This is an optimization exercise on Yosys and OpenROAD, whose aim is small area, a short achievable clock period and few clock cycles per item, not a production implementation.
Only simulation tests tie the RTL to the original design; equivalence was not proved.
Power figures rest on the tool's default switching activity, not on a simulated workload.

## tau_top
module tau_top (
	input  logic        i_clk,
	input  logic        i_rst_n,
	input  logic        i_wb_cyc,
	input  logic        i_wb_stb,
	input  logic        i_wb_we,
	input  logic [3:0]  i_wb_adr,
	input  logic [31:0] i_wb_dat,
	output logic        o_wb_ack,
	output logic [31:0] o_wb_dat,
	input  logic        i_req_rdy,
	input  logic [69:0] i_req,
	output logic        o_req_ack,
	output logic        o_addr_rdy,
	output logic [18:0] o_addr,
	input  logic        i_addr_ack
);
export LEC_CHECK = 0
export CAP_MARGIN = 45
export CORE_MARGIN = 2
export CORE_UTILIZATION = 50
export CTS_CLUSTER_DIAMETER = 100
export CTS_CLUSTER_SIZE = 27
export SLEW_MARGIN = 20
create_clock -name core_clock -period 12.0 [get_ports {i_clk}]
standard.sh (not shown) runs the stock make flow with config.mk's settings and CLKGATE_MAP_FILE= SYNTH_SCRIPT=/design/flow/synth_recipe.tcl, a recipe that flattens the netlist after the stock synthesis.
==> flow/flow/run.sh <==
#!/bin/bash
set -euo pipefail
export BUFFER_PORTS_ARGS="-buffer_cell sky130_fd_sc_hd__buf_2"
bash standard.sh > standard.log 2>&1
Testbench counts at the start, summed over its fixed seeds: cycles 4,198, items 4,150.
Next try:
==> flow/flow/run.sh (replaced) <==
#!/bin/bash
set -euo pipefail
export BUFFER_PORTS_ARGS="-buffer_cell sky130_fd_sc_hd__buf_4"
bash standard.sh > standard.log 2>&1
Settings changed: CAP_MARGIN 45 to 60, CORE_UTILIZATION 50 to 40.
Outcome: Core utilization shrinks by 9.4 points; non-clock buffer count is higher by 36; final cell count increases by 6.8%.

* * *

tau_top again, from the RTL that the note above started with.
## tau_top
module tau_top (
	input  logic        i_clk,
	input  logic        i_rst_n,
	input  logic        i_wb_cyc,
	input  logic        i_wb_stb,
	input  logic        i_wb_we,
	input  logic [3:0]  i_wb_adr,
	input  logic [31:0] i_wb_dat,
	output logic        o_wb_ack,
	output logic [31:0] o_wb_dat,
	input  logic        i_req_rdy,
	input  logic [69:0] i_req,
	output logic        o_req_ack,
	output logic        o_addr_rdy,
	output logic [18:0] o_addr,
	input  logic        i_addr_ack
);
Settings: LEC_CHECK=0, CAP_MARGIN=45, CORE_MARGIN=2, CORE_UTILIZATION=60, CTS_CLUSTER_DIAMETER=100, CTS_CLUSTER_SIZE=27, SLEW_MARGIN=20; clock period 12.0 ns.
==> flow/flow/run.sh <==
#!/bin/bash
set -euo pipefail
export BUFFER_PORTS_ARGS="-buffer_cell sky130_fd_sc_hd__buf_2"
bash standard.sh > standard.log 2>&1
The starting point completed without violations.
Testbench counts at the start, summed over its fixed seeds: cycles 4,198, items 4,150.
Edit:
==> flow/flow/run.sh (replaced) <==
#!/bin/bash
set -euo pipefail
export BUFFER_PORTS_ARGS="-buffer_cell sky130_fd_sc_hd__buf_4"
bash standard.sh > standard.log 2>&1
- CORE_UTILIZATION: 60 -> 40
After rerunning: The new run produced a clean layout; power fell by 0.83%; non-clock buffer count rose by 7; global-route usage fell by 9.1 points; die area rose by 49%; worst setup slack gets better by 0.28 ns; combinational power fell by about 2%; cell count rose by 12%; synthesized area does not change; critical path depth rose by 1; via count fell by 1.2%.
Edit:
- ABC_AREA: default -> 1
=> Global-route usage climbs by 1.5 points. Setup slack is worse by 0.21 ns. Wire length grows by 12%. Cell count rises by 34%. Total power rises by 18%. Design area climbs by 3.4%. Maximum frequency fell by 5.0%. Clock skew is lower by 0.0059 ns. Core utilization barely changes. Via count is higher by 27%. Hold slack hardly moves.
Edit:
==> flow/flow/run.sh (replaced) <==
#!/bin/bash
set -euo pipefail
export BUFFER_PORTS_ARGS="-buffer_cell sky130_fd_sc_hd__buf_2"
bash standard.sh > standard.log 2>&1
- ABC_AREA: 1 -> default
After rerunning: The changed run ran to the end with no violations. Combinational power fell by 25%. Power drops by 16%. Design area went down by 4.3%. Final cell count went down by 25%. Sequential power came out higher by about 3%. Worst setup slack gets better by 0.20 ns. Sequential share of layout area rose by 2.1 points.

* * *

== before ==
Another version of the RTL of tau_top (not shown whole).
For scale: roughly 2900 cells after synthesis, about 790 flip-flops, about 170 I/O pins, roughly 43000 um^2 of cells after synthesis.
export LEC_CHECK = 0
export CAP_MARGIN = 20
export CORE_MARGIN = 2
export CORE_UTILIZATION = 40
export SLEW_MARGIN = 20
create_clock -name core_clock -period 12.0 [get_ports {i_clk}]
==> flow/flow/run.sh <==
#!/bin/bash
set -euo pipefail
export BUFFER_PORTS_ARGS="-buffer_cell sky130_fd_sc_hd__buf_4"
bash standard.sh > standard.log 2>&1
Testbench counts of before, summed over its fixed seeds: cycles 4,198, items 4,150.
Here is what was changed in the inputs of after compared with before.
==> flow/run.sh (new file) <==
#!/bin/bash
# synth_recipe.tcl (not shown) runs the flow's synth.tcl, then flattens the netlist and writes it again
# the make line also repeats each setting of config.mk as NAME=value (left out here)
make -C /OpenROAD-flow-scripts/flow DESIGN_CONFIG=/design/flow/config.mk WORK_HOME=/design/flow/orfs CLKGATE_MAP_FILE= SYNTH_SCRIPT=/design/flow/synth_recipe.tcl finish
removed: flow/flow/run.sh
removed: flow/standard.sh
[summary]
Changes observed in after relative to before: final cell count without fillers neither gained nor lost much; die extent in x ~0 delta; area of all placed cells without fillers now sits higher; detailed-routed wire length on met2 fell by about 0.7%.
before -> after: synthesized-area fraction occupied by xor and xnor cells delta 0, exact match

* * *

Setup of v53:
Another version of the RTL of tau_top (not shown whole).
Size: roughly 40000 sq um of cells after synthesis.
Settings: LEC_CHECK=0, CAP_MARGIN=80, CORE_MARGIN=2, CORE_UTILIZATION=60, CTS_BUF_LIST=sky130_fd_sc_hd__clkbuf_8, SLEW_MARGIN=80; clock period 12.0 ns.
run.sh (not shown) runs the stock make flow with config.mk's settings and CLKGATE_MAP_FILE= SYNTH_SCRIPT=/design/flow/synth_recipe.tcl, a recipe that flattens the netlist after the stock synthesis.
Stock flow here: none of the scripts above is used.
v53 reached the final stage; the timing, design-rule and antenna checks on its layout passed.
Testbench counts of v53, summed over its fixed seeds: cycles 4,182, items 4,150.
Modified inputs, v16 compared to v53
Settings: CAP_MARGIN now 20, was 80; CTS_BUF_LIST no longer set, was sky130_fd_sc_hd__clkbuf_8; CORE_UTILIZATION now 40, was 60; SLEW_MARGIN now 20, was 80.
[summary]
- From v53 to v16 the numbers moved as follows: number of unique standard cell types used by synthesis level; vertical die dimension moved up; total power moved down.
- Against v53, v16 comes in 280 ps higher on worst setup slack after layout.
--- input diff v16..v43 ---
Settings: CAP_MARGIN changed from 20 to 80; SLEW_MARGIN changed from 20 to 80.
Results
Reported for v43 and v16, synthesized flop and latch total turned out identical to the last digit. Compared with v16, placement density in the core of v43 is higher. Taking v16 as the reference, in v43 critical path arrival went down by 260 ps; ratio of routed vias to standard cells went down by about 0.33%; met2 capacity usage during global routing went up by 0.56 points; number of stages on the worst setup path rose by 1; wire length up 1900 um. From v16 to v43 the numbers moved as follows: period utilization went down 2.3 points; share of layout cells above drive strength 1 went up 10 points.

## re-timing with driven ports
The results above use ideal ports. As a check the final layouts listed here were re-extracted and re-timed, cells and wires unchanged.
Step 1: set_driving_cell puts a clkbuf_16 on i_clk and a buf_2 on each other input, an assumption about the parent block.
Step 2 adds t to the input delays and takes it off the output delays; t is the mean of the earliest and latest rising clock arrival at the registers after step 1. Input paths then give back, and output paths get back, about the clock's delay inside the block.
Slacks: ideal / step 1 / step 2; pairs: ideal / step 1.
| run | shift t [ns] | slack for setup (ns) | worst setup path at the end |
|---|---|---|---|
| the first run of note 1 | 0.677 | 7.881 / 7.909 / 7.232 | input to register |
| the second run of note 1 | 0.689 | 7.970 / 8.007 / 7.318 | input to register |
| the first run of note 2 | 0.678 | 7.836 / 7.882 / 7.204 | input to register |
| the second run of note 2 | 0.693 | 8.114 / 8.156 / 7.463 | input to register |
| the third run of note 2 | 0.704 | 7.909 / 7.942 / 7.249 | input to register |
| the fourth run of note 2 | 0.680 | 8.112 / 8.149 / 7.469 | input to register |
| before | 0.727 | 7.734 / 7.783 / 7.056 | input to register |
| after | 0.730 | 7.479 / 7.521 / 6.791 | input to register |
| v53 | 0.801 | 5.583 / 5.583 / 5.583 | register to register |
| v16 | 0.701 | 5.861 / 5.861 / 5.861 | register to register |
| v43 | 0.701 | 6.139 / 6.139 / 6.139 | register to register |
After both steps setup and hold are still met in every run listed. For after, which loses most, drivers alone change the setup slack by +0.042 ns; drivers and shift together by -0.688 ns.
